This design comes from an exercise in tuning for small area, a short achievable clock period and few clock cycles per item on the open sky130 flow, not from production work.
No functional check of the RTL was part of any run shown here.
Power is estimated from default activity; no workload was simulated.

[flow/run.sh]
#!/bin/bash
# synth_recipe.tcl (not shown) runs the flow's synth.tcl, then flattens the netlist and writes it again
# the make line also repeats each setting of config.mk as NAME=value (left out here)
make -C /OpenROAD-flow-scripts/flow DESIGN_CONFIG=/design/flow/config.mk WORK_HOME=/design/flow/orfs CLKGATE_MAP_FILE= SYNTH_SCRIPT=/design/flow/synth_recipe.tcl finish
[flow/config.mk]
export PLATFORM = sky130hd
export DESIGN_NAME = rect_edge_conditional_median_unit
export DESIGN_NICKNAME = rect_edge_conditional_median_unit
export VERILOG_FILES = /design/flow/design.v
export SDC_FILE = /design/flow/constraint.sdc
export NUM_CORES = 4
export LEC_CHECK = 0
export CAP_MARGIN = 20
export CORE_MARGIN = 2
export CORE_UTILIZATION = 40
export SETUP_SLACK_MARGIN = 1.5
export SLEW_MARGIN = 20
[flow/constraint.sdc]
create_clock -name core_clock -period 4.5 [get_ports {clk}]
set_input_delay 0.9000 -clock core_clock [delete_from_list [all_inputs] [get_ports {clk}]]
set_output_delay 0.9000 -clock core_clock [all_outputs]
set_load 0.01 [all_outputs]
[flow/design.v]
`default_nettype none
package recm_pkg;
  localparam int IMAGE_SIDE   = 64;
  localparam int FRAME_PIXELS = IMAGE_SIDE * IMAGE_SIDE;
  localparam int LAG          = IMAGE_SIDE + 1;
  localparam int ADV_LAST     = FRAME_PIXELS + IMAGE_SIDE;
  localparam int PIX_W        = 8;
  localparam int CORNER_W     = 6;
  localparam int LEN_W        = 7;
  localparam int CFG_IDX_W    = 3;
  localparam int OQ_DEPTH     = 8;
  typedef logic [PIX_W-1:0] pix_t;
endpackage
`default_nettype wire
`default_nettype none
function automatic logic recm_gt(input logic [7:0] a, input logic [7:0] b);
  logic [7:0] g;
  logic [7:0] e;
  logic [3:0] g2;
  logic [3:0] e2;
  logic [1:0] g4;
  logic [1:0] e4;
  g = a & ~b;
  e = ~(a ^ b);
  for (int i = 0; i < 4; i++) begin
    g2[i] = g[2*i+1] | (e[2*i+1] & g[2*i]);
    e2[i] = e[2*i+1] & e[2*i];
  end
  for (int i = 0; i < 2; i++) begin
    g4[i] = g2[2*i+1] | (e2[2*i+1] & g2[2*i]);
    e4[i] = e2[2*i+1] & e2[2*i];
  end
  recm_gt = g4[1] | (e4[1] & g4[0]);
endfunction
module recm_pair (
  input  wire logic [7:0] a,
  input  wire logic [7:0] b,
  output logic [7:0]      lo,
  output logic [7:0]      hi
);
  always_comb begin
    if (recm_gt(a, b)) begin
      lo = b;
      hi = a;
    end else begin
      lo = a;
      hi = b;
    end
  end
endmodule
module recm_col3 (
  input  wire logic [7:0] plo,
  input  wire logic [7:0] phi,
  input  wire logic [7:0] m,
  output logic [7:0]      lo,
  output logic [7:0]      mid,
  output logic [7:0]      hi
);
  logic below;
  logic above;
  assign below = recm_gt(plo, m);
  assign above = recm_gt(m, phi);
  assign lo  = below ? m : plo;
  assign hi  = above ? m : phi;
  assign mid = below ? plo : (above ? phi : m);
endmodule
module recm_med3 (
  input  wire logic [7:0] a,
  input  wire logic [7:0] b,
  input  wire logic [7:0] c,
  output logic [7:0]      y
);
  logic ab;
  logic ac;
  logic bc;
  assign ab = recm_gt(a, b);
  assign ac = recm_gt(a, c);
  assign bc = recm_gt(b, c);
  always_comb begin
    if (ab == ac) begin
      y = (ab == bc) ? b : c;
    end else begin
      y = a;
    end
  end
endmodule
module recm_clamp (
  input  wire logic [7:0] x,
  input  wire logic [7:0] lo,
  input  wire logic [7:0] hi,
  output logic [7:0]      y
);
  assign y = recm_gt(lo, x) ? lo : (recm_gt(x, hi) ? hi : x);
endmodule
`default_nettype wire
`default_nettype none
module rect_edge_conditional_median_unit (
  input  wire logic                              clk,
  input  wire logic                              rst,
  input  wire logic                              push,
  input  wire logic                              mode,
  input  wire logic [recm_pkg::PIX_W-1:0]        pixel_in,
  output logic                                   full,
  output logic                                   empty,
  input  wire logic                              pop,
  output logic [recm_pkg::PIX_W-1:0]             pixel_out,
  output logic                                   frame_last,
  input  wire logic                              cfg_write,
  input  wire logic [recm_pkg::CFG_IDX_W-1:0]    cfg_index,
  input  wire logic [recm_pkg::PIX_W-1:0]        cfg_data
);
  localparam int D = recm_pkg::OQ_DEPTH;
  logic [5:0] cfg_left;
  logic [5:0] cfg_top;
  logic [6:0] cfg_width;
  logic [6:0] cfg_height;
  logic [7:0] cfg_mean;
  always_ff @(posedge clk) begin
    if (rst) begin
      cfg_left   <= '0;
      cfg_top    <= '0;
      cfg_width  <= '0;
      cfg_height <= '0;
      cfg_mean   <= '0;
    end else if (cfg_write) begin
      case (cfg_index)
        3'd0: cfg_left   <= cfg_data[5:0];
        3'd1: cfg_top    <= cfg_data[5:0];
        3'd2: cfg_width  <= cfg_data[6:0];
        3'd3: cfg_height <= cfg_data[6:0];
        3'd4: cfg_mean   <= cfg_data;
        default: begin
        end
      endcase
    end
  end
  logic       full_r;
  logic       acc_r;
  logic       mode_r;
  logic [7:0] pix_r;
  always_ff @(posedge clk) begin
    acc_r  <= push && !full_r && !rst;
    mode_r <= mode;
    pix_r  <= pixel_in;
  end
  logic [11:0] cnt;
  logic        hres;
  logic        ffull;
  logic        adv;
  logic        rb;
  logic        q_last;
  assign adv    = acc_r && (mode_r == ffull);
  assign rb     = adv && hres;
  assign q_last = hres && (cnt == 12'hfff);
  always_ff @(posedge clk) begin
    if (rst) begin
      cnt   <= '0;
      hres  <= 1'b0;
      ffull <= 1'b0;
    end else if (adv) begin
      if (!hres && cnt == 12'(recm_pkg::LAG - 1)) begin
        cnt  <= '0;
        hres <= 1'b1;
      end else if (q_last) begin
        cnt   <= '0;
        hres  <= 1'b0;
        ffull <= 1'b0;
      end else begin
        cnt <= cnt + 12'd1;
        if (hres && cnt == 12'(recm_pkg::FRAME_PIXELS - recm_pkg::LAG - 1)) begin
          ffull <= 1'b1;
        end
      end
    end
  end
  logic [7:0] R [1:65];
  always_ff @(posedge clk) begin
    if (adv) begin
      R[1] <= pix_r;
      for (int k = 2; k <= 65; k++) begin
        R[k] <= R[k-1];
      end
    end
  end
  logic [7:0] F [0:62];
  logic [7:0] res;
  logic       p1_v, p2_v, p3_v, p4_v, p5_v;
  always_ff @(posedge clk) begin
    if (p5_v) begin
      F[0] <= res;
      for (int j = 1; j <= 62; j++) begin
        F[j] <= F[j-1];
      end
    end
  end
  logic [2:0] kin;
  logic [7:0] t2;
  logic [7:0] tr1;
  logic [7:0] tr0;
  always_ff @(posedge clk) begin
    if (rst) begin
      kin <= '0;
    end else begin
      kin <= kin + 3'(rb) - 3'(p5_v);
    end
  end
  always_comb begin
    case (kin)
      3'd0:    t2 = F[62];
      3'd1:    t2 = F[61];
      3'd2:    t2 = F[60];
      3'd3:    t2 = F[59];
      3'd4:    t2 = F[58];
      default: t2 = F[57];
    endcase
  end
  always_ff @(posedge clk) begin
    if (adv) begin
      tr1 <= t2;
      tr0 <= tr1;
    end
  end
  function automatic logic on_edge(input logic [5:0] v, input logic [5:0] s,
                                   input logic [6:0] l);
    logic [8:0] vv;
    logic [8:0] sv;
    logic [8:0] far;
    vv  = 9'(v);
    sv  = 9'(s);
    far = sv + 9'(l);
    on_edge = (vv == sv) || (vv == sv + 9'd1) ||
              (vv == far - 9'd1) || (vv == far - 9'd2);
  endfunction
  logic [7:0] c0_lo, c0_hi, c1_lo, c1_hi, c2_lo, c2_hi;
  logic [7:0] p1_c0lo, p1_c0hi, p1_c1lo, p1_c1hi, p1_c2lo, p1_c2hi;
  logic [7:0] p1_m1, p1_m2;
  logic [5:0] p1_row, p1_col;
  logic       p1_last;
  recm_pair u_pc0 (.a(tr0), .b(R[2]),  .lo(c0_lo), .hi(c0_hi));
  recm_pair u_pc1 (.a(tr1), .b(R[1]),  .lo(c1_lo), .hi(c1_hi));
  recm_pair u_pc2 (.a(t2),  .b(pix_r), .lo(c2_lo), .hi(c2_hi));
  always_ff @(posedge clk) begin
    p1_c0lo <= c0_lo;
    p1_c0hi <= c0_hi;
    p1_c1lo <= c1_lo;
    p1_c1hi <= c1_hi;
    p1_c2lo <= c2_lo;
    p1_c2hi <= c2_hi;
    p1_m1   <= R[65];
    p1_m2   <= R[64];
    p1_row  <= cnt[11:6];
    p1_col  <= cnt[5:0];
    p1_last <= q_last;
  end
  logic [7:0] a1, m1, h1, a2, m2, h2;
  logic [7:0] p2_a0, p2_h0, p2_a1, p2_m1, p2_h1, p2_a2, p2_m2, p2_h2, p2_c;
  logic       p2_band;
  logic       p2_last;
  recm_col3 u_col1 (.plo(p1_c1lo), .phi(p1_c1hi), .m(p1_m1), .lo(a1), .mid(m1), .hi(h1));
  recm_col3 u_col2 (.plo(p1_c2lo), .phi(p1_c2hi), .m(p1_m2), .lo(a2), .mid(m2), .hi(h2));
  always_ff @(posedge clk) begin
    p2_a0   <= p1_c0lo;
    p2_h0   <= p1_c0hi;
    p2_a1   <= a1;
    p2_m1   <= m1;
    p2_h1   <= h1;
    p2_a2   <= a2;
    p2_m2   <= m2;
    p2_h2   <= h2;
    p2_c    <= p1_m1;
    p2_band <= (p1_row != 6'd0) && (p1_row != 6'd63) &&
               (p1_col != 6'd0) && (p1_col != 6'd63) &&
               (on_edge(p1_row, cfg_top, cfg_height) ||
                on_edge(p1_col, cfg_left, cfg_width));
    p2_last <= p1_last;
  end
  logic [7:0] s_lo, s_hi;
  logic [7:0] p3_a0, p3_h0, p3_A, p3_C, p3_s, p3_t, p3_c;
  logic       p3_filt;
  logic       p3_last;
  recm_pair u_pm (.a(p2_m1), .b(p2_m2), .lo(s_lo), .hi(s_hi));
  always_ff @(posedge clk) begin
    p3_a0   <= p2_a0;
    p3_h0   <= p2_h0;
    p3_A    <= recm_gt(p2_a1, p2_a2) ? p2_a1 : p2_a2;
    p3_C    <= recm_gt(p2_h2, p2_h1) ? p2_h1 : p2_h2;
    p3_s    <= s_lo;
    p3_t    <= s_hi;
    p3_c    <= p2_c;
    p3_filt <= p2_band && recm_gt(p2_c, cfg_mean);
    p3_last <= p2_last;
  end
  logic [7:0] x1, y1, x2, y2;
  logic [7:0] p4_A, p4_C, p4_x1, p4_y1, p4_x2, p4_y2, p4_c;
  logic       p4_filt;
  logic       p4_last;
  recm_clamp u_x1 (.x(p3_a0), .lo(p3_s), .hi(p3_t), .y(x1));
  recm_clamp u_y2 (.x(p3_h0), .lo(p3_s), .hi(p3_t), .y(y2));
  assign y1 = recm_gt(p3_C, p3_h0) ? p3_h0 : p3_C;
  assign x2 = recm_gt(p3_a0, p3_A) ? p3_a0 : p3_A;
  always_ff @(posedge clk) begin
    p4_A    <= p3_A;
    p4_C    <= p3_C;
    p4_x1   <= x1;
    p4_y1   <= y1;
    p4_x2   <= x2;
    p4_y2   <= y2;
    p4_c    <= p3_c;
    p4_filt <= p3_filt;
    p4_last <= p3_last;
  end
  logic [7:0] a4, a5;
  logic [7:0] p5_lo, p5_hi;
  logic       p5_last;
  recm_med3 u_a4 (.a(p4_A), .b(p4_x1), .c(p4_y1), .y(a4));
  recm_med3 u_a5 (.a(p4_x2), .b(p4_y2), .c(p4_C), .y(a5));
  always_ff @(posedge clk) begin
    p5_lo   <= p4_filt ? a4 : p4_c;
    p5_hi   <= p4_filt ? a5 : p4_c;
    p5_last <= p4_last;
  end
  recm_clamp u_res (.x(F[0]), .lo(p5_lo), .hi(p5_hi), .y(res));
  always_ff @(posedge clk) begin
    if (rst) begin
      p1_v <= 1'b0;
      p2_v <= 1'b0;
      p3_v <= 1'b0;
      p4_v <= 1'b0;
      p5_v <= 1'b0;
    end else begin
      p1_v <= rb;
      p2_v <= p1_v;
      p3_v <= p2_v;
      p4_v <= p3_v;
      p5_v <= p4_v;
    end
  end
  logic [3:0]  pend;
  logic        empty_r;
  logic [7:0]  out_pix;
  logic        out_last;
  logic        load;
  logic [7:0]  oldest;
  logic        mk_v;
  logic [3:0]  mk_idx;
  logic        mk_hit;
  assign load   = (pend != 4'd0) && (empty_r || pop);
  assign mk_hit = mk_v && (mk_idx == pend - 4'd1);
  always_comb begin
    case (pend)
      4'd1:    oldest = F[0];
      4'd2:    oldest = F[1];
      4'd3:    oldest = F[2];
      4'd4:    oldest = F[3];
      4'd5:    oldest = F[4];
      4'd6:    oldest = F[5];
      4'd7:    oldest = F[6];
      default: oldest = F[7];
    endcase
  end
  always_ff @(posedge clk) begin
    if (rst) begin
      pend    <= '0;
      empty_r <= 1'b1;
      mk_v    <= 1'b0;
      mk_idx  <= '0;
    end else begin
      pend    <= pend + 4'(p5_v) - 4'(load);
      empty_r <= !load && (empty_r || pop);
      if (p5_v) begin
        mk_idx <= p5_last ? 4'd0 : mk_idx + 4'd1;
      end
      if (p5_v && p5_last) begin
        mk_v <= 1'b1;
      end else if (load && mk_hit) begin
        mk_v <= 1'b0;
      end
    end
  end
  always_ff @(posedge clk) begin
    if (load) begin
      out_pix  <= oldest;
      out_last <= mk_hit;
    end
  end
  assign empty      = empty_r;
  assign pixel_out  = out_pix;
  assign frame_last = out_last;
  logic [3:0] owed;
  logic [3:0] owed_base;
  logic [3:0] owed_up;
  logic [3:0] owed_dn;
  logic       take;
  logic       give;
  assign owed_base = owed - 4'(acc_r && !rb);
  assign owed_up   = owed_base + 4'd1;
  assign owed_dn   = owed_base - 4'd1;
  assign take      = push && !full_r;
  assign give      = pop && !empty_r;
  always_ff @(posedge clk) begin
    if (rst) begin
      owed   <= '0;
      full_r <= 1'b0;
    end else begin
      case ({take, give})
        2'b10: begin
          owed   <= owed_up;
          full_r <= (owed_up >= 4'(D + 1));
        end
        2'b01: begin
          owed   <= owed_dn;
          full_r <= (owed_dn >= 4'(D + 1));
        end
        default: begin
          owed   <= owed_base;
          full_r <= (owed_base >= 4'(D + 1));
        end
      endcase
    end
  end
  assign full = full_r;
endmodule
`default_nettype wire
==> summary.md, run 1 <==
| Metric | Value |
|---|---|
| Maximum buffer depth of the clock tree | `3` |
| Count of inserted antenna diode cells | `0` |
| Portion of total power attributed to sequential cells | `0.508` |
| Arrival time reported for the critical path endpoint | `3.62 ns` |
| Via count normalized by instance count | `4.802` |
| Setup TNS Final | `0 ns` |
| Register-to-register setup slack | `1.54 ns` |
| Type of the worst min-delay path | `reg -> reg` |
| Final-report max-slew violation count | `0` |
| Global placer's final weighted congestion | `0.8253` |
| Net count of the mapped netlist | `3176` |
| Total congestion overflow after global routing | `0` |
| Library cell contributing the largest single delay on the critical path | `sky130_fd_sc_hd__fa_2` |
| Highest cell delay on the worst timing path | `0.58 ns` |
| Floorplan die height | `358.2 microns` |
| Synth top area share | `0.6279` |
| Critical Path Sink Type | `flip-flop` |
| Internal Dissipation | `0.02279 W` |
| Combined area of all synthesized cells | `50170 sq um` |
| Residual DRC | `0` |
| DRT Pass-1 Iters | `6` |
| Total number of clock tree sinks | `1414` |
| Critical path data required time | `5.16 ns` |
| Switching share of total power | `0.2397` |
| Largest registers | `R x520, F x504, cnt x12` |
| Critical Path Start Type | `flip-flop` |
| RSZ-0062 raised after global routing | `yes` |
| Final Hold Violating Endpoints | `0` |
| Std-Cell Rows | `129` |
| Outcome | `timing/DRC/antenna clean` |
| Drt initial violations | `1950` |
| Unique masters post-synth | `83` |
| Number of buffers created by CTS | `144` |
| Placement-stage worst setup slack | `1.098 ns` |
| Time the worst path needs with I/O delays and setup | `2.963 ns` |
| Net switching power of the design | `0.007185 W` |
| Fmax | `0.3375 GHz` |
| Total vias in the final route | `23.26k` |
| Starting density of the core | `0.4042` |
| Post-route clock skew | `0.02319 ns` |
| Root buf cell | `sky130_fd_sc_hd__clkbuf_16` |
| Clock share of power | `0.384` |
| Post-Synthesis Mean Instance Area | `17.14 sq um` |
| Number of storage elements in the synthesis netlist | `1414` |
| Yosys Warn Count | `9` |
| Post-detailed-routing wire length | `84.60 mm` |
| Final clock period utilization by the worst path | `0.6585` |
| Worst r2r dst | `p2_band` |
| Destination of the critical timing path | `p2_band` |
| CP Max Fanout | `5` |
| Pin count of the biggest net entering global routing | `169` |
| Share of cells above drive strength 1 | `0.1444` |
| Least-Margin Pin Slew | `1.108 ns` |
| Number of antenna violations at the first check in global routing | `3` |
| Top FF cell, synth | `sky130_fd_sc_hd__edfxtp_1` |
| Number of global-route vias before repair | `22.74k` |
| Synth area leader | `sky130_fd_sc_hd__edfxtp_1` |
| Hold buffer count at CTS | `0` |
| Total Routing Usage GR | `0.1339` |
| Full die area | `128300 sq um` |
| Number of flops mapped to enable cells by yosys | `1049` |
| Origin of the critical flop-to-flop path | `cfg_left[0]` |
| Placeable Area | `124100 sq um` |
| Share of the yosys chip area belonging to registers | `0.7735` |
| Slew headroom | `0.2592` |
| Launch point of the critical path | `cfg_left[0]` |
| Top post-synthesis cells by area | `sky130_fd_sc_hd__edfxtp_1 (63%), sky130_fd_sc_hd__dfxtp_1 (15%), sky130_fd_sc_hd__ha_1 (5.5%), sky130_fd_sc_hd__mux2_2 (3.4%), sky130_fd_sc_hd__mux2i_1 (1.6%)` |
| Post-synthesis async set-or-reset flop share | `0` |
| MaxCap Viol Count | `0` |
| Number of nets in the layout | `3339` |
| Leakage | `20.11 nW` |
| Instance count of the mapped netlist | `2927` |
| CTS tree | `yes` |
| Worst-case setup margin in the final layout | `1.537 ns` |
| Area Growth Syn to Fin | `14.58%` |
| Routed len/inst | `17.46 microns` |
| Total I/O pin count | `36` |
| Clock transition at the registers of the reported paths | `0.07 ns` |
| Crit path kind | `reg -> reg` |
| Horiz. Die Dim | `358.2 microns` |
| Pwr per Cell Area | `521.4 nW/um^2` |
| Setup-violating endpoint count in the final report | `0` |
| Largest Register | `R` |
| Worst Reg2Reg Path Length in Cells | `11` |
| First-pass GRT wire length | `132.1 mm` |
| VDD IR max | `0.4056 mV` |
| Critical-path cell list | `ha_1 > inv_1 > fa_2 > ha_2 > nand2_1 > mux2_2 > nand2b_4 > nor4bb_4 > xnor2_1 > or4_4 > o221ai_2` |
| H-tree lvl count | `4` |
| Flip-flop count of the largest register, all copies and words added | `520` |
| Clock Latency Late Sink | `0.74 ns` |
| Buffers on Ports | `35` |
| DPL Wire Length | `52.74 mm` |
| Share of power burned in combinational logic | `0.108` |
| Final antenna-violating net count | `0` |
[worst max-delay path, delay by kind of cell, from the launching register on]
family                   cells  cell delay (ns)
XOR/XNOR                     1             0.09
adder cells (fa/ha/maj)      3             1.02
multiplexers                 1             0.27
AND/OR/NAND/NOR              4             0.96
flip-flops                   1             0.38
AO/OA/AOI/OAI                1             0.12
buffers and inverters        1             0.06
[kinds of logic after synthesis]
group                      Yosys count  share of synthesized area
AOI/OAI and AO/OA                  354                    0.04791
xor gates and xnor gates            67                    0.01185
adders and majority gates          224                    0.05646
buffers and inverters              234                    0.01778
DFF                               1414                     0.7735
muxes                              241                    0.05297
and+or+nand+nor                    393                    0.03953
[cell usage after synthesis (all sizes together) (39+ instances only)]
cell       n
mux2     156
nor2      99
dfxtp    365
ha       220
nor2b     43
xnor2     39
mux2i     81
o21ai     80
nand2    100
inv      184
a21oi    100
edfxtp  1049
[placed cells by master (no fill, tap or decap), drive strengths merged, types with 10 or more instances in the layout]
| master | instances |
|---|---|
| o221a | 16 |
| nand2 | 100 |
| clkbuf | 180 |
| clkinv | 60 |
| o21a | 20 |
| inv | 192 |
| xor2 | 28 |
| nor3 | 19 |
| nor2 | 99 |
| nand2b | 26 |
| nand3 | 29 |
| edfxtp | 1049 |
| o21bai | 22 |
| o21ai | 81 |
| buf | 32 |
| clkdlybuf4s50 | 34 |
| nor2b | 43 |
| ha | 220 |
| a22oi | 19 |
| dfxtp | 365 |
| mux2 | 156 |
| xnor2 | 39 |
| a21oi | 100 |
| mux2i | 81 |
| a222oi | 10 |
| or2 | 12 |
| and3 | 10 |
| o22a | 17 |
[power by group through the flow]
stage          combinational, W  clock, W  sequential, W
2_1_floorplan           0.00233         0         0.0153
3_3_place_gp            0.00314         0         0.0155
3_5_place_dp            0.00319         0         0.0155
4_1_cts                 0.00323    0.0119         0.0152
5_1_grt                 0.00368    0.0124         0.0153
6_report                0.00323    0.0115         0.0152
[cell type report]
cell class | count | area [sq um]
Multi-Input combinational cell | 1280 | 10630
Tap cell | 1637 | 2048
Sequential cell | 1414 | 38820
Clock buffer | 180 | 3820
Fill cell | 10490 | 66630
Clock inverter | 83 | 804.5
Inverter | 184 | 698.2
Timing Repair Buffer | 66 | 665.6
[worst min path at each step]
stage / slack [ns] / endpoint / cells after the start / start
2_1_floorplan: 0.31 / p2_a0[0] / 0 / p1_c0lo[0]
3_3_place_gp: 0.31 / p2_a0[2] / 0 / p1_c0lo[2]
3_5_place_dp: 0.31 / p3_a0[1] / 0 / p2_a0[1]
4_1_cts: 0.32 / p3_a0[1] / 0 / p2_a0[1]
5_1_grt: 0.33 / p2_a0[3] / 0 / p1_c0lo[3]
6_report: 0.32 / p2_h0[1] / 0 / p1_c0hi[1]
[what timing repair did]
action,CTS,global route
cloned,0,1
gates resized for setup,17,17
pin swaps,3,1
buffers inserted,4,0
endpoints found under the setup margin,17,35
[routing by layer]
layer | up-vias | global-route usage | part of all wire
li1 | 11270 | - | -
met1 | 11420 | 0.2031 | 0.50
met2 | 418 | 0.1885 | 0.43
met3 | 154 | 0.02835 | 0.044
met4 | 0 | 0.04971 | 0.028
met5 | - | 0 | 0
[metrics by stage]
stage	utilization	total power, W	cell area (sq um)	cells	hold WS, ns
floorplan	-	0.01765	50210	2927	0.3096
global placement	0.4245	0.01865	52690	4575	0.3112
global route	0.4632	0.03142	57490	4844	0.3271
finish	0.4632	0.02998	57490	4844	0.3229
CTS	0.4624	0.03038	57400	4842	0.3221
detailed placement	0.4245	0.01871	52690	4575	0.3121
==> inputs of run 2 (changes only) <==
--- a/flow/config.mk
+++ b/flow/config.mk
@@ -10,3 +10,3 @@
 export CORE_UTILIZATION = 40
-export SETUP_SLACK_MARGIN = 1.5
+export SETUP_SLACK_MARGIN = 2.6
 export SLEW_MARGIN = 20
==> run 2 against run 1 <==
Compared with the run above:
- total power up 7.8%
- first-iteration DRC count down 3.2%
- maximum frequency up 4.0%
- cell count up 3.1%
- synthesized area unchanged
- wire length up 6.6%
- design area up 6.8%
- non-clock buffer count up 143
- flip-flop and latch count unchanged
- combinational power up about 50%
- utilization up 3.1 points
- global-route usage up 0.75 points
==> summary.md, run 2 <==
| Metric | Value |
|---|---|
| Outcome | `timing/DRC/antenna clean (unchanged)` |
| Final Hold Violating Endpoints | `0 (unchanged)` |
| Highest cell delay on the worst timing path | `0.48 ns (was 0.58 ns)` |
| Crit path kind | `reg -> reg (unchanged)` |
| Type of the worst min-delay path | `reg -> reg (unchanged)` |
| Time the worst path needs with I/O delays and setup | `2.851 ns (was 2.963 ns)` |
| Net switching power of the design | `0.008011 W (was 0.007185 W)` |
| Post-detailed-routing wire length | `90.19 mm (was 84.60 mm)` |
| Worst Hold End | `p4_c[3] (was p2_h0[1])` |
| Synth top area share | `0.6279 (unchanged)` |
| Top FF cell, synth | `sky130_fd_sc_hd__edfxtp_1 (unchanged)` |
| Slew headroom | `0.2485 (was 0.2592)` |
| Full die area | `128300 sq um (unchanged)` |
| Total number of clock tree sinks | `1414 (unchanged)` |
| Number of placed cells counting well taps | `4573 (was 4575)` |
| Post-synthesis async set-or-reset flop share | `0 (unchanged)` |
| Placement-stage worst setup slack | `1.139 ns (was 1.098 ns)` |
| Buffers on Ports | `35 (unchanged)` |
| MaxCap Viol Count | `0 (unchanged)` |
| Net count of the mapped netlist | `3176 (unchanged)` |
| Portion of netlist area occupied by mux cells | `0.05297 (unchanged)` |
| Top post-synthesis cells by area | `sky130_fd_sc_hd__edfxtp_1 (63%), sky130_fd_sc_hd__dfxtp_1 (15%), sky130_fd_sc_hd__ha_1 (5.5%), sky130_fd_sc_hd__mux2_2 (3.4%), sky130_fd_sc_hd__mux2i_1 (1.6%) (unchanged)` |
| Synth area leader | `sky130_fd_sc_hd__edfxtp_1 (unchanged)` |
| Horiz. Die Dim | `358.2 microns (unchanged)` |
| Clock transition at the registers of the reported paths | `0.06 ns (was 0.07 ns)` |
| Share of the yosys chip area belonging to registers | `0.7735 (unchanged)` |
| Critical Path Start Type | `flip-flop (unchanged)` |
| Share of the synthesized netlist area taken by xor and xnor gates | `0.01185 (unchanged)` |
| Hold buffer count at CTS | `0 (unchanged)` |
| Post-Synthesis Mean Instance Area | `17.14 sq um (unchanged)` |
| RSZ-0062 raised after global routing | `yes (unchanged)` |
| Internal Dissipation | `0.02430 W (was 0.02279 W)` |
| Via count normalized by instance count | `4.833 (was 4.802)` |
| Number of nets in the layout | `3484 (was 3339)` |
| Worst hold stages | `0 (unchanged)` |
| Critical path data required time | `5.19 ns (was 5.16 ns)` |
| Residual DRC | `0 (unchanged)` |
| Combined area of all synthesized cells | `50170 sq um (unchanged)` |
| Final antenna-violating net count | `0 (unchanged)` |
| Leakage | `22.01 nW (was 20.11 nW)` |
| Floorplan die height | `358.2 microns (unchanged)` |
| First-pass GRT wire length | `139.7 mm (was 132.1 mm)` |
| DRT Pass-1 Iters | `7 (was 6)` |
| Share of power burned in combinational logic | `0.150 (was 0.108)` |
| Area of all placed cells without fillers | `61390 sq um (was 57490 sq um)` |
| Starting density of the core | `0.4042 (unchanged)` |
| Clock share of power | `0.376 (was 0.384)` |
| Least-Margin Pin Slew | `1.126 ns (was 1.108 ns)` |
| Number of storage elements in the synthesis netlist | `1414 (unchanged)` |
| Multi-input logic area | `12530 sq um (was 10630 sq um)` |
| Register-to-register setup slack | `1.65 ns (was 1.54 ns)` |
| Total vias in the final route | `24.14k (was 23.26k)` |
| Fmax | `0.3508 GHz (was 0.3375 GHz)` |
| Min-Delay Startpoint | `p3_c[3] (was p1_c0hi[1])` |
| Commonest non-fill, non-tap cell in the layout | `sky130_fd_sc_hd__edfxtp_1 (unchanged)` |
| Origin of the critical flop-to-flop path | `cfg_left[0] (unchanged)` |
| Synth Area in Adders | `0.05646 (unchanged)` |
| VDD IR max | `0.4384 mV (was 0.4056 mV)` |
| Arrival time reported for the critical path endpoint | `3.54 ns (was 3.62 ns)` |
| Pwr per Cell Area | `526.4 nW/um^2 (was 521.4 nW/um^2)` |
| DPL Wire Length | `52.86 mm (was 52.74 mm)` |
| Commonest non-fill, non-tap cells in the layout | `sky130_fd_sc_hd__edfxtp_1 (1049), sky130_fd_sc_hd__dfxtp_1 (308), sky130_fd_sc_hd__ha_1 (179), sky130_fd_sc_hd__inv_1 (155), sky130_fd_sc_hd__clkbuf_16 (152) (was sky130_fd_sc_hd__edfxtp_1 (1049), sky130_fd_sc_hd__dfxtp_1 (360), sky130_fd_sc_hd__ha_1 (218), sky130_fd_sc_hd__inv_1 (182), sky130_fd_sc_hd__mux2_2 (153))` |
| Unique masters post-synth | `83 (unchanged)` |
| Pin count of the biggest net entering global routing | `210 (was 169)` |
| Instance count of the mapped netlist | `2927 (unchanged)` |
| Dominant cell by count in the synthesized netlist | `sky130_fd_sc_hd__edfxtp_1 (unchanged)` |
| Drt initial violations | `1887 (was 1950)` |
| H-tree lvl count | `4 (unchanged)` |
| Switching share of total power | `0.2479 (was 0.2397)` |
| Std-Cell Rows | `129 (unchanged)` |
| Number of buffers created by CTS | `144 (unchanged)` |
| Routed len/inst | `18.06 microns (was 17.46 microns)` |
| Portion of total power attributed to sequential cells | `0.474 (was 0.508)` |
| Worst-case setup margin in the final layout | `1.649 ns (was 1.537 ns)` |
| Yosys Warn Count | `9 (unchanged)` |
| Complex-gate fraction of the synthesized area | `0.04791 (unchanged)` |
| Non-filler cells in the finished layout | `4995 (was 4844)` |
| Largest Register | `R (unchanged)` |
| Most instantiated cells after synthesis | `sky130_fd_sc_hd__edfxtp_1 (1049), sky130_fd_sc_hd__dfxtp_1 (365), sky130_fd_sc_hd__ha_1 (220) (unchanged)` |
| Final Power | `0.03231 W (was 0.02998 W)` |
| Area taken by flip-flops and latches | `38920 sq um (was 38820 sq um)` |
| Number of global-route vias before repair | `23.91k (was 22.74k)` |
| Total congestion overflow after global routing | `0 (unchanged)` |
| Library cell contributing the largest single delay on the critical path | `sky130_fd_sc_hd__or4_4 (was sky130_fd_sc_hd__fa_2)` |
| Final clock period utilization by the worst path | `0.6335 (was 0.6585)` |
| Placement Cell Area | `52680 sq um (was 52690 sq um)` |
| Flip-flop count of the largest register, all copies and words added | `520 (unchanged)` |
| Root buf cell | `sky130_fd_sc_hd__clkbuf_16 (unchanged)` |
| Largest registers | `R x520, F x504, cnt x12 (unchanged)` |
| Number of fillers in the final layout | `10.08k (was 10.49k)` |
| Setup-violating endpoint count in the final report | `0 (unchanged)` |
| Area Growth Syn to Fin | `22.36% (was 14.58%)` |
| Critical Path Sink Type | `flip-flop (unchanged)` |
| Post-route clock skew | `0.02145 ns (was 0.02319 ns)` |
| Worst r2r dst | `p2_band (unchanged)` |
| Worst Reg2Reg Path Length in Cells | `12 (was 11)` |
| Final-report max-slew violation count | `0 (unchanged)` |
| CP Max Fanout | `4 (was 5)` |
| CTS tree | `yes (unchanged)` |
| Critical-path cell list | `ha_4 > inv_1 > fa_2 > and2b_2 > o21ai_1 > o211ai_1 > o311ai_2 > xnor2_1 > or2_0 > mux2_2 > or4_4 > o221ai_2 (was ha_1 > inv_1 > fa_2 > ha_2 > nand2_1 > mux2_2 > nand2b_4 > nor4bb_4 > xnor2_1 > or4_4 > o221ai_2)` |
| Combinational family with the most area after synthesis | `adder cells (unchanged)` |
| Simple-gate share of the synthesized area | `0.03953 (unchanged)` |
| Number of flops mapped to enable cells by yosys | `1049 (unchanged)` |
| Clock Latency Late Sink | `0.76 ns (was 0.74 ns)` |
| Placeable Area | `124100 sq um (unchanged)` |
| Total I/O pin count | `36 (unchanged)` |
| Number of antenna violations at the first check in global routing | `5 (was 3)` |
| Share of cells above drive strength 1 | `0.2669 (was 0.1444)` |
| Maximum buffer depth of the clock tree | `3 (unchanged)` |
| Global placer's final weighted congestion | `0.8067 (was 0.8253)` |
| Total Routing Usage GR | `0.1414 (was 0.1339)` |
-- run 2: how the worst max path moves through the flow --
stage / start / to / slack, ns / cells after the start
after floorplan: p5_v / kin[2] / -0.78 / 8
after global placement: kin[0] / p1_c2lo[5] / 1.19 / 10
after detailed placement: kin[0] / p1_c2lo[3] / 1.14 / 9
after CTS: cfg_top[0] / p2_band / 1.66 / 14
after global routing: cfg_left[0] / p2_band / 1.55 / 12
final: cfg_left[0] / p2_band / 1.65 / 12
-- run 2: power by group through the flow --
stage / clock network, W / registers, W / logic, W
6_report: 0.0121 / 0.0153 / 0.00486
2_1_floorplan: 0 / 0.0153 / 0.00233
3_5_place_dp: 0 / 0.0155 / 0.00321
4_1_cts: 0.0125 / 0.0153 / 0.00440
5_1_grt: 0.0130 / 0.0154 / 0.00529
3_3_place_gp: 0 / 0.0155 / 0.00315
-- run 2: cell type report --
class                           count  share of cell area
Clock inverter                     88             0.01582
Inverter                          184             0.01198
Clock buffer                      180             0.06414
Antenna cell                        1          0.00004076
Timing Repair inverter              2           0.0002853
Tap cell                         1637             0.03337
Multi-Input combinational cell   1280              0.2041
Sequential cell                  1414              0.6339
Timing Repair Buffer              209             0.03632
-- run 2: layer usage --
layer	GRT usage	share of wire
met5	0	0
met4	0.05331	0.027
met3	0.02590	0.034
met2	0.2066	0.44
met1	0.2099	0.50
-- run 2: worst max-delay path: cells and delay by family, from the launching register on --
| family | cells | cell delay (ns) |
|---|---|---|
| AOI/OAI and AO/OA | 4 | 0.49 |
| xor gates and xnor gates | 1 | 0.14 |
| adders and majority gates | 2 | 0.49 |
| buffers and inverters | 1 | 0.04 |
| DFF | 1 | 0.36 |
| muxes | 1 | 0.27 |
| and+or+nand+nor | 3 | 0.99 |
-- run 2: kinds of logic after synthesis --
kind of cell | count (synthesis)
adder cells (fa/ha/maj) | 224
multiplexers | 241
buffers and inverters | 234
AO/OA/AOI/OAI | 354
flip-flops | 1414
XOR/XNOR | 67
AND/OR/NAND/NOR | 393
-- run 2: per-stage QoR --
| step | util | setup TNS, ns | hold slack [ns] |
|---|---|---|---|
| final | 0.4946 | 0 | 0.3212 |
| after global routing | 0.4946 | 0 | 0.3314 |
| after CTS | 0.4880 | 0 | 0.3181 |
| after detailed placement | 0.4244 | 0 | 0.3121 |
| after global placement | 0.4243 | 0 | 0.3102 |
| after floorplan | - | -3.403 | 0.3096 |
-- run 2: timing repair --
action | in CTS | in global routing
setup endpoints to repair | 986 | 371
buffers inserted | 101 | 38
endpoints found under the hold margin | 0 | 0
gates cloned | 13 | 1
gates resized for setup | 563 | 117
pin swaps | 142 | 92
==> inputs of run 3 (changes only) <==
--- a/flow/design.v
+++ b/flow/design.v
@@ -94,2 +94,20 @@
 endmodule
+module recm_sort3 (
+  input  wire logic [7:0] a,
+  input  wire logic [7:0] b,
+  input  wire logic [7:0] c,
+  output logic [7:0]      lo,
+  output logic [7:0]      mid,
+  output logic [7:0]      hi
+);
+  logic ab;
+  logic ac;
+  logic bc;
+  assign ab  = recm_gt(a, b);
+  assign ac  = recm_gt(a, c);
+  assign bc  = recm_gt(b, c);
+  assign lo  = (!ab && !ac) ? a : (bc ? c : b);
+  assign hi  = (ab && ac) ? a : (bc ? b : c);
+  assign mid = (ab == ac) ? ((ab == bc) ? b : c) : a;
+endmodule
 `default_nettype wire
@@ -222,30 +240,28 @@
   end
+  logic [7:0] sl_row;
+  logic [7:0] sl_col;
+  always_ff @(posedge clk) begin
+    sl_row <= 8'(cfg_top) + 8'(cfg_height);
+    sl_col <= 8'(cfg_left) + 8'(cfg_width);
+  end
   function automatic logic on_edge(input logic [5:0] v, input logic [5:0] s,
-                                   input logic [6:0] l);
-    logic [8:0] vv;
-    logic [8:0] sv;
-    logic [8:0] far;
-    vv  = 9'(v);
-    sv  = 9'(s);
-    far = sv + 9'(l);
-    on_edge = (vv == sv) || (vv == sv + 9'd1) ||
-              (vv == far - 9'd1) || (vv == far - 9'd2);
+                                   input logic [7:0] sl);
+    logic [6:0] d;
+    logic [8:0] e;
+    d = 7'(v) - 7'(s);
+    e = 9'(sl) - 9'(v);
+    on_edge = (d == 7'd0) || (d == 7'd1) || (e == 9'd1) || (e == 9'd2);
   endfunction
-  logic [7:0] c0_lo, c0_hi, c1_lo, c1_hi, c2_lo, c2_hi;
-  logic [7:0] p1_c0lo, p1_c0hi, p1_c1lo, p1_c1hi, p1_c2lo, p1_c2hi;
-  logic [7:0] p1_m1, p1_m2;
+  logic [7:0] p1_t0, p1_t1, p1_t2, p1_m1, p1_m2, p1_b0, p1_b1, p1_b2;
   logic [5:0] p1_row, p1_col;
   logic       p1_last;
-  recm_pair u_pc0 (.a(tr0), .b(R[2]),  .lo(c0_lo), .hi(c0_hi));
-  recm_pair u_pc1 (.a(tr1), .b(R[1]),  .lo(c1_lo), .hi(c1_hi));
-  recm_pair u_pc2 (.a(t2),  .b(pix_r), .lo(c2_lo), .hi(c2_hi));
-  always_ff @(posedge clk) begin
-    p1_c0lo <= c0_lo;
-    p1_c0hi <= c0_hi;
-    p1_c1lo <= c1_lo;
-    p1_c1hi <= c1_hi;
-    p1_c2lo <= c2_lo;
-    p1_c2hi <= c2_hi;
+  always_ff @(posedge clk) begin
+    p1_t0   <= tr0;
+    p1_t1   <= tr1;
+    p1_t2   <= t2;
     p1_m1   <= R[65];
     p1_m2   <= R[64];
+    p1_b0   <= R[2];
+    p1_b1   <= R[1];
+    p1_b2   <= pix_r;
     p1_row  <= cnt[11:6];
@@ -254,11 +270,12 @@
   end
-  logic [7:0] a1, m1, h1, a2, m2, h2;
+  logic [7:0] c0_lo, c0_hi, a1, m1, h1, a2, m2, h2;
   logic [7:0] p2_a0, p2_h0, p2_a1, p2_m1, p2_h1, p2_a2, p2_m2, p2_h2, p2_c;
-  logic       p2_band;
+  logic       p2_filt;
   logic       p2_last;
-  recm_col3 u_col1 (.plo(p1_c1lo), .phi(p1_c1hi), .m(p1_m1), .lo(a1), .mid(m1), .hi(h1));
-  recm_col3 u_col2 (.plo(p1_c2lo), .phi(p1_c2hi), .m(p1_m2), .lo(a2), .mid(m2), .hi(h2));
+  recm_pair  u_col0 (.a(p1_t0), .b(p1_b0), .lo(c0_lo), .hi(c0_hi));
+  recm_sort3 u_col1 (.a(p1_t1), .b(p1_m1), .c(p1_b1), .lo(a1), .mid(m1), .hi(h1));
+  recm_sort3 u_col2 (.a(p1_t2), .b(p1_m2), .c(p1_b2), .lo(a2), .mid(m2), .hi(h2));
   always_ff @(posedge clk) begin
-    p2_a0   <= p1_c0lo;
-    p2_h0   <= p1_c0hi;
+    p2_a0   <= c0_lo;
+    p2_h0   <= c0_hi;
     p2_a1   <= a1;
@@ -270,6 +287,7 @@
     p2_c    <= p1_m1;
-    p2_band <= (p1_row != 6'd0) && (p1_row != 6'd63) &&
+    p2_filt <= (p1_row != 6'd0) && (p1_row != 6'd63) &&
                (p1_col != 6'd0) && (p1_col != 6'd63) &&
-               (on_edge(p1_row, cfg_top, cfg_height) ||
-                on_edge(p1_col, cfg_left, cfg_width));
+               (on_edge(p1_row, cfg_top, sl_row) ||
+                on_edge(p1_col, cfg_left, sl_col)) &&
+               recm_gt(p1_m1, cfg_mean);
     p2_last <= p1_last;
@@ -289,3 +307,3 @@
     p3_c    <= p2_c;
-    p3_filt <= p2_band && recm_gt(p2_c, cfg_mean);
+    p3_filt <= p2_filt;
     p3_last <= p2_last;
--- a/flow/config.mk
+++ b/flow/config.mk
@@ -10,3 +10,3 @@
 export CORE_UTILIZATION = 40
-export SETUP_SLACK_MARGIN = 2.6
+export SETUP_SLACK_MARGIN = 2.0
 export SLEW_MARGIN = 20
==> run 3 against run 2 <==
Compared with the run above:
- still clean on timing, DRC and antenna
- synthesized cell count increased by 3.0%
- critical path type unchanged
- synthesized area increased by 1.1%
- count of clock-buffer cells in the layout increased by 9
- setup slack improved by 0.44 ns
- flip-flop and latch count increased by 16
- largest cell class unchanged
- clock skew increased by 0.0084 ns
==> summary.md, run 3 <==
| Metric | Value |
|---|---|
| Share of the yosys chip area belonging to registers | `0.7715 (was 0.7735)` |
| Total vias in the final route | `23.85k (was 24.14k)` |
| Std-Cell Rows | `130 (was 129)` |
| Critical-path cell list | `xnor2_2 > and3_4 > nor2b_1 > ha_1 > ha_2 > or2_2 > nor2_1 > nand3_1 > o21ai_1 > a21oi_1 > a221oi_1 (was ha_4 > inv_1 > fa_2 > and2b_2 > o21ai_1 > o211ai_1 > o311ai_2 > xnor2_1 > or2_0 > mux2_2 > or4_4 > o221ai_2)` |
| Post-detailed-routing wire length | `85.70 mm (was 90.19 mm)` |
| Buffers on Ports | `35 (unchanged)` |
| Placeable Area | `125700 sq um (was 124100 sq um)` |
| Library cell contributing the largest single delay on the critical path | `sky130_fd_sc_hd__dfxtp_1 (was sky130_fd_sc_hd__or4_4)` |
| Number of antenna violations at the first check in global routing | `1 (was 5)` |
| Commonest non-fill, non-tap cells in the layout | `sky130_fd_sc_hd__edfxtp_1 (1049), sky130_fd_sc_hd__dfxtp_1 (369), sky130_fd_sc_hd__ha_1 (234), sky130_fd_sc_hd__inv_1 (211), sky130_fd_sc_hd__clkbuf_16 (149) (was sky130_fd_sc_hd__edfxtp_1 (1049), sky130_fd_sc_hd__dfxtp_1 (308), sky130_fd_sc_hd__ha_1 (179), sky130_fd_sc_hd__inv_1 (155), sky130_fd_sc_hd__clkbuf_16 (152))` |
| Residual DRC | `0 (unchanged)` |
| CTS tree | `yes (unchanged)` |
| VDD IR max | `0.4250 mV (was 0.4384 mV)` |
| Least-Margin Pin Slew | `0.9813 ns (was 1.126 ns)` |
| Leakage | `20.48 nW (was 22.01 nW)` |
| Slew headroom | `0.3458 (was 0.2485)` |
| Switching share of total power | `0.2536 (was 0.2479)` |
| Worst Reg2Reg Path Length in Cells | `11 (was 12)` |
| H-tree lvl count | `4 (unchanged)` |
| Routed len/inst | `17.36 microns (was 18.06 microns)` |
| Number of buffers created by CTS | `142 (was 144)` |
| CP Max Fanout | `7 (was 4)` |
| Number of fillers in the final layout | `10.66k (was 10.08k)` |
| Total congestion overflow after global routing | `0 (unchanged)` |
| Setup-violating endpoint count in the final report | `0 (unchanged)` |
| Share of power burned in combinational logic | `0.137 (was 0.150)` |
| Top post-synthesis cells by area | `sky130_fd_sc_hd__edfxtp_1 (62%), sky130_fd_sc_hd__dfxtp_1 (15%), sky130_fd_sc_hd__ha_1 (6.0%), sky130_fd_sc_hd__mux2i_1 (1.9%), sky130_fd_sc_hd__mux2_2 (1.8%) (was sky130_fd_sc_hd__edfxtp_1 (63%), sky130_fd_sc_hd__dfxtp_1 (15%), sky130_fd_sc_hd__ha_1 (5.5%), sky130_fd_sc_hd__mux2_2 (3.4%), sky130_fd_sc_hd__mux2i_1 (1.6%))` |
| Combined area of all synthesized cells | `50710 sq um (was 50170 sq um)` |
| Number of storage elements in the synthesis netlist | `1430 (was 1414)` |
| Worst-case setup margin in the final layout | `2.085 ns (was 1.649 ns)` |
| Total number of clock tree sinks | `1430 (was 1414)` |
| Post-route clock skew | `0.02989 ns (was 0.02145 ns)` |
| Maximum buffer depth of the clock tree | `3 (unchanged)` |
| Final Hold Violating Endpoints | `0 (unchanged)` |
| Via count normalized by instance count | `4.830 (was 4.833)` |
| MaxCap Viol Count | `0 (unchanged)` |
| Floorplan die height | `360.1 microns (was 358.2 microns)` |
| Clock Latency Late Sink | `0.77 ns (was 0.76 ns)` |
| Root buf cell | `sky130_fd_sc_hd__clkbuf_16 (unchanged)` |
| DPL Wire Length | `53.01 mm (was 52.86 mm)` |
| Crit path kind | `reg -> reg (unchanged)` |
| Total I/O pin count | `36 (unchanged)` |
| Final clock period utilization by the worst path | `0.5367 (was 0.6335)` |
| Synth area leader | `sky130_fd_sc_hd__edfxtp_1 (unchanged)` |
| Final antenna-violating net count | `0 (unchanged)` |
| Net count of the mapped netlist | `3290 (was 3176)` |
| Commonest non-fill, non-tap cell in the layout | `sky130_fd_sc_hd__edfxtp_1 (unchanged)` |
| Time the worst path needs with I/O delays and setup | `2.415 ns (was 2.851 ns)` |
| Number of global-route vias before repair | `23.23k (was 23.91k)` |
| Placement-stage worst setup slack | `1.460 ns (was 1.139 ns)` |
| Critical Path Sink Type | `flip-flop (unchanged)` |
| Total Routing Usage GR | `0.1323 (was 0.1414)` |
| Core utilization of the finished layout | `0.4639 (was 0.4946)` |
| Largest registers | `R x520, F x504, cnt x12 (unchanged)` |
| Highest cell delay on the worst timing path | `0.33 ns (was 0.48 ns)` |
| Worst hold stages | `0 (unchanged)` |
| Global placer's final weighted congestion | `0.8177 (was 0.8067)` |
| Largest Register | `R (unchanged)` |
| Synth top area share | `0.6211 (was 0.6279)` |
| Arrival time reported for the critical path endpoint | `3.08 ns (was 3.54 ns)` |
| Area Growth Syn to Fin | `15.02% (was 22.36%)` |
| Setup TNS Final | `0 ns (unchanged)` |
| Critical Path Start Type | `flip-flop (unchanged)` |
| Net switching power of the design | `0.008104 W (was 0.008011 W)` |
| Yosys Warn Count | `9 (unchanged)` |
| Fmax | `0.4141 GHz (was 0.3508 GHz)` |
| Full die area | `129700 sq um (was 128300 sq um)` |
| Number of nets in the layout | `3442 (was 3484)` |
| Drt initial violations | `1971 (was 1887)` |
| Pwr per Cell Area | `547.7 nW/um^2 (was 526.4 nW/um^2)` |
| Hold buffer count at CTS | `0 (unchanged)` |
| Clock share of power | `0.376 (about the same)` |
| Starting density of the core | `0.4034 (was 0.4042)` |
| Final-report max-slew violation count | `0 (unchanged)` |
| DRT Pass-1 Iters | `5 (was 7)` |
| Top FF cell, synth | `sky130_fd_sc_hd__edfxtp_1 (unchanged)` |
| Unique masters post-synth | `80 (was 83)` |
| Pin count of the biggest net entering global routing | `179 (was 210)` |
| Number of flops mapped to enable cells by yosys | `1049 (unchanged)` |
| Instance count of the mapped netlist | `3014 (was 2927)` |
| Share of cells above drive strength 1 | `0.1211 (was 0.2669)` |
| Placement Cell Area | `53140 sq um (was 52680 sq um)` |
| Portion of total power attributed to sequential cells | `0.487 (was 0.474)` |
| Clock transition at the registers of the reported paths | `0.06 ns (about the same)` |
| Area taken by flip-flops and latches | `39150 sq um (was 38920 sq um)` |
| Area of all placed cells without fillers | `58330 sq um (was 61390 sq um)` |
| First-pass GRT wire length | `133.8 mm (was 139.7 mm)` |
| Critical path data required time | `5.16 ns (was 5.19 ns)` |
| Internal Dissipation | `0.02384 W (was 0.02430 W)` |
| Post-Synthesis Mean Instance Area | `16.83 sq um (was 17.14 sq um)` |
| Most instantiated cells after synthesis | `sky130_fd_sc_hd__edfxtp_1 (1049), sky130_fd_sc_hd__dfxtp_1 (381), sky130_fd_sc_hd__ha_1 (243) (was sky130_fd_sc_hd__edfxtp_1 (1049), sky130_fd_sc_hd__dfxtp_1 (365), sky130_fd_sc_hd__ha_1 (220))` |
| Outcome | `timing/DRC/antenna clean (unchanged)` |
| Post-synthesis async set-or-reset flop share | `0 (unchanged)` |
| RSZ-0062 raised after global routing | `yes (unchanged)` |
| Flip-flop count of the largest register, all copies and words added | `520 (unchanged)` |
| Horiz. Die Dim | `360.1 microns (was 358.2 microns)` |
| Type of the worst min-delay path | `reg -> reg (unchanged)` |
| Dominant cell by count in the synthesized netlist | `sky130_fd_sc_hd__edfxtp_1 (unchanged)` |
| Multi-input logic area | `10790 sq um (was 12530 sq um)` |
| Final Power | `0.03195 W (was 0.03231 W)` |
## run 3: area by class of cell
type / instances / share of cell area
Inverter: 213 / 0.01416
Antenna cell: 1 / 0.00004290
Clock buffer: 189 / 0.06862
Sequential cell: 1430 / 0.6711
Multi-Input combinational cell: 1311 / 0.1849
Clock inverter: 76 / 0.01469
Timing Repair Buffer: 68 / 0.01107
Tap cell: 1650 / 0.03539
## run 3: routing by layer
layer | routed length, microns | share of wire | vias up | global-route usage
li1 | - | - | 11610 | -
met1 | 42570 | 0.50 | 11680 | 0.1947
met2 | 37050 | 0.43 | 382 | 0.1901
met3 | 3214 | 0.038 | 182 | 0.02765
met4 | 2862 | 0.033 | 0 | 0.05470
met5 | 0 | 0 | - | 0
## run 3: critical path, delay by kind of cell, from the launching register on
family | cells | cell delay [ns]
AO/OA/AOI/OAI | 3 | 0.41
flip-flops | 1 | 0.33
AND/OR/NAND/NOR | 5 | 0.93
adder cells (fa/ha/maj) | 2 | 0.51
XOR/XNOR | 1 | 0.14
## run 3: cell families (layout without fill, tap and decap cells)
| kind of cell | Yosys count | count (layout) | share of synthesized area |
|---|---|---|---|
| flip-flops | 1430 | 1430 | 0.7715 |
| AND/OR/NAND/NOR | 426 | 426 | 0.04157 |
| AO/OA/AOI/OAI | 403 | 403 | 0.05588 |
| buffers and inverters | 273 | 546 | 0.02077 |
| adder cells (fa/ha/maj) | 251 | 251 | 0.06311 |
| multiplexers | 187 | 187 | 0.03910 |
| XOR/XNOR | 44 | 44 | 0.008043 |
| other | 0 | 1 | 0 |
## run 3: timing repair
item | 4_1_cts | 5_1_grt
pin swaps | 1 | 6
buffers inserted | 0 | 12
resized for setup | 31 | 39
endpoints found under the setup margin | 78 | 96
## run 3: power by group through the flow
stage                     Combinational (W)  Sequential (W)  Clock, W
after floorplan                     0.00316          0.0155         0
after global placement              0.00407          0.0158         0
after detailed placement            0.00414          0.0158         0
after CTS                           0.00418          0.0156    0.0124
after global routing                0.00490          0.0156    0.0129
final                               0.00439          0.0156    0.0120
## run 3: worst paths after layout
path | startpoint | end | slack (ns)
worst max-delay path | ffull | full_r | 2.08
worst min-delay path | p3_last | p4_last | 0.32
worst min register to register | p3_last | p4_last | 0.32
worst max register to register | ffull | full_r | 2.08
## run 3: through the flow
stage | instances | hold slack [ns]
after global placement | 4660 | 0.3122
after detailed placement | 4660 | 0.3121
after global routing | 4937 | 0.3298
after CTS | 4925 | 0.3265
after floorplan | 3014 | 0.3096
final | 4938 | 0.3225
==> inputs of run 4 (changes only) <==
--- a/flow/config.mk
+++ b/flow/config.mk
@@ -10,2 +10,3 @@
 export CORE_UTILIZATION = 40
+export CTS_BUF_LIST = sky130_fd_sc_hd__clkbuf_8
 export SETUP_SLACK_MARGIN = 2.0
==> run 4 against run 3 <==
Compared with the run above:
- still clean
- largest power group unchanged
- critical path depth shrank 3
- sequential share of layout area grew 0.58 points
- worst hold slack gained 0.00065 ns
- setup slack gained 0.026 ns
- critical path type unchanged
==> summary.md, run 4 <==
| Metric | Value |
|---|---|
| Met1 wire length | `43.28 mm (was 42.57 mm)` |
| Total number of clock tree sinks | `1430 (unchanged)` |
| Share of cells above drive strength 1 | `0.1441 (was 0.1211)` |
| Worst hold slack across all endpoints | `0.3231 ns (was 0.3225 ns)` |
| Arrival time reported for the critical path endpoint | `3.19 ns (was 3.08 ns)` |
| Placement-stage worst setup slack | `1.460 ns (unchanged)` |
| Flip-flop count of the largest register, all copies and words added | `520 (unchanged)` |
| Instance count of the mapped netlist | `3014 (unchanged)` |
| Highest layer used for signal routing | `met4 (unchanged)` |
| Full die area | `129700 sq um (unchanged)` |
| Yosys Warn Count | `9 (unchanged)` |
| Unique masters post-synth | `80 (unchanged)` |
| Routed length on met2 | `37.42 mm (was 37.05 mm)` |
| Pwr per Cell Area | `526.5 nW/um^2 (was 547.7 nW/um^2)` |
| Net count of the mapped netlist | `3290 (unchanged)` |
| Area Growth Syn to Fin | `14.06% (was 15.02%)` |
| Number of fillers in the final layout | `10.77k (was 10.66k)` |
| CTS tree | `yes (unchanged)` |
| Maximum buffer depth of the clock tree | `3 (unchanged)` |
| Number of global-route vias before repair | `24.00k (was 23.23k)` |
| Drt initial violations | `2018 (was 1971)` |
| Buffers on Ports | `35 (unchanged)` |
| CP Max Fanout | `22 (was 7)` |
| Final antenna-violating net count | `0 (unchanged)` |
| MaxCap Viol Count | `0 (unchanged)` |
| Leakage | `20.59 nW (was 20.48 nW)` |
| Largest registers | `R x520, F x504, cnt x12 (unchanged)` |
| Final Hold Violating Endpoints | `0 (unchanged)` |
| Critical path data required time | `5.30 ns (was 5.16 ns)` |
| Post-route clock skew | `0.05275 ns (was 0.02989 ns)` |
| RSZ-0062 raised after global routing | `yes (unchanged)` |
| DRT Pass-1 Iters | `6 (was 5)` |
| Clock Latency Late Sink | `0.92 ns (was 0.77 ns)` |
| Horiz. Die Dim | `360.1 microns (unchanged)` |
| Worst-case setup margin in the final layout | `2.111 ns (was 2.085 ns)` |
| Fmax | `0.4185 GHz (was 0.4141 GHz)` |
| Post-Synthesis Mean Instance Area | `16.83 sq um (unchanged)` |
| Area taken by flip-flops and latches | `39150 sq um (about the same)` |
| Number of antenna violations at the first check in global routing | `3 (was 1)` |
| Total I/O pin count | `36 (unchanged)` |
| Setup TNS Final | `0 ns (unchanged)` |
| Post-synthesis async set-or-reset flop share | `0 (unchanged)` |
| Met3 wire length | `3.181 mm (was 3.214 mm)` |
| Time the worst path needs with I/O delays and setup | `2.389 ns (was 2.415 ns)` |
| Number of nets in the layout | `3514 (was 3442)` |
| Number of buffers created by CTS | `217 (was 142)` |
| Critical Path Sink Type | `flip-flop (unchanged)` |
| Critical Path Start Type | `flip-flop (unchanged)` |
| Setup-violating endpoint count in the final report | `0 (unchanged)` |
| VDD IR max | `0.3448 mV (was 0.4250 mV)` |
| Routed len/inst | `17.06 microns (was 17.36 microns)` |
| Top post-synthesis cells by area | `sky130_fd_sc_hd__edfxtp_1 (62%), sky130_fd_sc_hd__dfxtp_1 (15%), sky130_fd_sc_hd__ha_1 (6.0%), sky130_fd_sc_hd__mux2i_1 (1.9%), sky130_fd_sc_hd__mux2_2 (1.8%) (unchanged)` |
| Share of the yosys chip area belonging to registers | `0.7715 (unchanged)` |
| Largest Register | `R (unchanged)` |
| First-pass GRT wire length | `136.1 mm (was 133.8 mm)` |
| Slew headroom | `0.3572 (was 0.3458)` |
| Combined area of all synthesized cells | `50710 sq um (unchanged)` |
| Total Routing Usage GR | `0.1341 (was 0.1323)` |
| Total vias in the final route | `24.26k (was 23.85k)` |
| Commonest non-fill, non-tap cell in the layout | `sky130_fd_sc_hd__edfxtp_1 (unchanged)` |
| Clock transition at the registers of the reported paths | `0.06 ns (about the same)` |
| Crit path kind | `reg -> reg (unchanged)` |
| Floorplan die height | `360.1 microns (unchanged)` |
| Synth top area share | `0.6211 (unchanged)` |
| Outcome | `timing/DRC/antenna clean (unchanged)` |
| Final-report max-slew violation count | `0 (unchanged)` |
| Synth area leader | `sky130_fd_sc_hd__edfxtp_1 (unchanged)` |
| Number of flops mapped to enable cells by yosys | `1049 (unchanged)` |
| Residual DRC | `0 (unchanged)` |
| Std-Cell Rows | `130 (unchanged)` |
| Multi-input logic area | `10800 sq um (was 10790 sq um)` |
| Final clock period utilization by the worst path | `0.5310 (was 0.5367)` |
| Starting density of the core | `0.4034 (unchanged)` |
| Dominant cell by count in the synthesized netlist | `sky130_fd_sc_hd__edfxtp_1 (unchanged)` |
| Root buf cell | `sky130_fd_sc_hd__clkbuf_8 (was sky130_fd_sc_hd__clkbuf_16)` |
| Hold buffer count at CTS | `0 (unchanged)` |
| H-tree lvl count | `4 (unchanged)` |
| Total congestion overflow after global routing | `0 (unchanged)` |
| Post-detailed-routing wire length | `86.57 mm (was 85.70 mm)` |
| Number of storage elements in the synthesis netlist | `1430 (unchanged)` |
| Top FF cell, synth | `sky130_fd_sc_hd__edfxtp_1 (unchanged)` |
| Placeable Area | `125700 sq um (unchanged)` |
| Commonest non-fill, non-tap cells in the layout | `sky130_fd_sc_hd__edfxtp_1 (1049), sky130_fd_sc_hd__dfxtp_1 (364), sky130_fd_sc_hd__inv_1 (271), sky130_fd_sc_hd__clkbuf_8 (238), sky130_fd_sc_hd__ha_1 (234) (was sky130_fd_sc_hd__edfxtp_1 (1049), sky130_fd_sc_hd__dfxtp_1 (369), sky130_fd_sc_hd__ha_1 (234), sky130_fd_sc_hd__inv_1 (211), sky130_fd_sc_hd__clkbuf_16 (149))` |
| Type of the worst min-delay path | `reg -> reg (unchanged)` |
| DPL Wire Length | `53.01 mm (unchanged)` |
| Most instantiated cells after synthesis | `sky130_fd_sc_hd__edfxtp_1 (1049), sky130_fd_sc_hd__dfxtp_1 (381), sky130_fd_sc_hd__ha_1 (243) (unchanged)` |
| Via count normalized by instance count | `4.782 (was 4.830)` |
| Global placer's final weighted congestion | `0.8177 (unchanged)` |
| Pin count of the biggest net entering global routing | `179 (unchanged)` |
| Least-Margin Pin Slew | `0.9641 ns (was 0.9813 ns)` |
==> run 4: changes by cell type in the layout (fill, tap and decap cells not counted), sizes merged <==
cell | previous run | this run
buf | 34 | 39
bufinv | 11 | 10
clkbuf | 189 | 239
clkdlybuf4s15 | 0 | 2
clkinv | 53 | 81
clkinvlp | 8 | 4
diode | 1 | 3
dlygate4sd2 | 11 | 0
inv | 217 | 282
==> run 4: logic make-up after synthesis <==
kind of cell	after synthesis	share of synthesized area
xor gates and xnor gates	44	0.008043
adders and majority gates	251	0.06311
AOI/OAI and AO/OA	403	0.05588
DFF	1430	0.7715
and+or+nand+nor	426	0.04157
buffers and inverters	273	0.02077
muxes	187	0.03910
==> run 4: routing by layer <==
layer	global-route usage	vias up
met5	0	-
met4	0.05627	0
met3	0.03138	179
met2	0.1911	418
met1	0.1962	11860
li1	-	11810
==> run 4: where the power goes <==
part | internal (W) | switching (W)
logic | 0.00191 | 0.00243
clock network | 0.00552 | 0.00504
registers | 0.0149 | 0.000627
total | 0.0224 | 0.00810
==> run 4: path summary, 6_finish.rpt <==
check                           slack (ns)  cells past startpoint        to  startpoint
worst min-delay path                  0.32                      0  p3_a0[3]    p2_a0[3]
worst min register to register        0.32                      0  p3_a0[3]    p2_a0[3]
worst max register to register        2.11                      8  p5_hi[3]     p4_C[7]
worst max-delay path                  2.11                      8  p5_hi[3]     p4_C[7]
==> run 4: critical path: stages (launching register included) <==
cell and delay [ns]:
sky130_fd_sc_hd__dfxtp_1 0.36, sky130_fd_sc_hd__inv_1 0.10, sky130_fd_sc_hd__ha_1 0.34, sky130_fd_sc_hd__a21oi_1 0.15
sky130_fd_sc_hd__o21ai_0 0.11, sky130_fd_sc_hd__or3_4 0.52, sky130_fd_sc_hd__nor4_1 0.40, sky130_fd_sc_hd__nor3_2 0.10
sky130_fd_sc_hd__o221ai_1 0.23
==> run 4: stage by stage <==
stage | util | std cells | cell area [sq um] | total power [W]
after CTS | 0.4582 | 5063 | 57610 | 0.03072
after global placement | 0.4227 | 4660 | 53140 | 0.01990
after floorplan | - | 3014 | 50750 | 0.01869
after global routing | 0.4601 | 5074 | 57840 | 0.03203
final | 0.4601 | 5074 | 57840 | 0.03045
after detailed placement | 0.4227 | 4660 | 53140 | 0.01996
==> run 4: repair_timing <==
| action | in CTS | in global routing |
|---|---|---|
| gates resized for setup | 69 | 41 |
| endpoints found under the setup margin | 88 | 96 |
| hold endpoints to repair | 0 | 0 |
| buffers inserted | 1 | 8 |
| pin swaps | 1 | 6 |
==> run 4: layout make-up <==
class / count / share of cell area
antenna: 3 / 0.0001298
clock buffer: 238 / 0.05663
clock inverter: 164 / 0.01927
inverter: 213 / 0.01428
multi-input combinational: 1311 / 0.1867
sequential: 1430 / 0.6769
tap: 1650 / 0.03569
timing repair buffer: 65 / 0.01038

## what the ideal ports hide
Ports are ideal in the flow. The routed layouts listed here were re-timed in OpenROAD. Step 1 (the two cells are an assumption about what drives the block):
set clk [get_ports {clk}]
set_driving_cell -lib_cell sky130_fd_sc_hd__clkbuf_16 $clk
set_driving_cell -lib_cell sky130_fd_sc_hd__buf_2 [delete_from_list [all_inputs] $clk]
Step 2, shift: input delay + t, output delay - t, t = (earliest + latest rising clock arrival at the registers) / 2. This alone moves slack from input paths to output paths. Three values: ideal, step 1, step 2; two values: the first two.
| run | shift t [ns] | setup slack, ns | worst setup path after step 2 | slew at the worst register clock pin (ns) | worst data-port slew with drivers (ns) |
|---|---|---|---|---|---|
| run 1 | 0.792 | 1.537 / 1.537 / 1.386 | input to register | 0.07 / 0.07 | 0.07 |
| run 2 | 0.822 | 1.649 / 1.649 / 1.649 | register to register | 0.07 / 0.07 | 0.10 |
| run 3 | 0.829 | 2.085 / 2.064 / 1.515 | input to register | 0.07 / 0.07 | 0.06 |
| run 4 | 0.954 | 2.111 / 2.076 / 1.477 | input to register | 0.07 / 0.07 | 0.06 |
After both steps setup and hold are still met in every run listed. The setup slack of run 4, which loses most, moves by -0.035 ns with the drivers and by -0.634 ns with both steps.
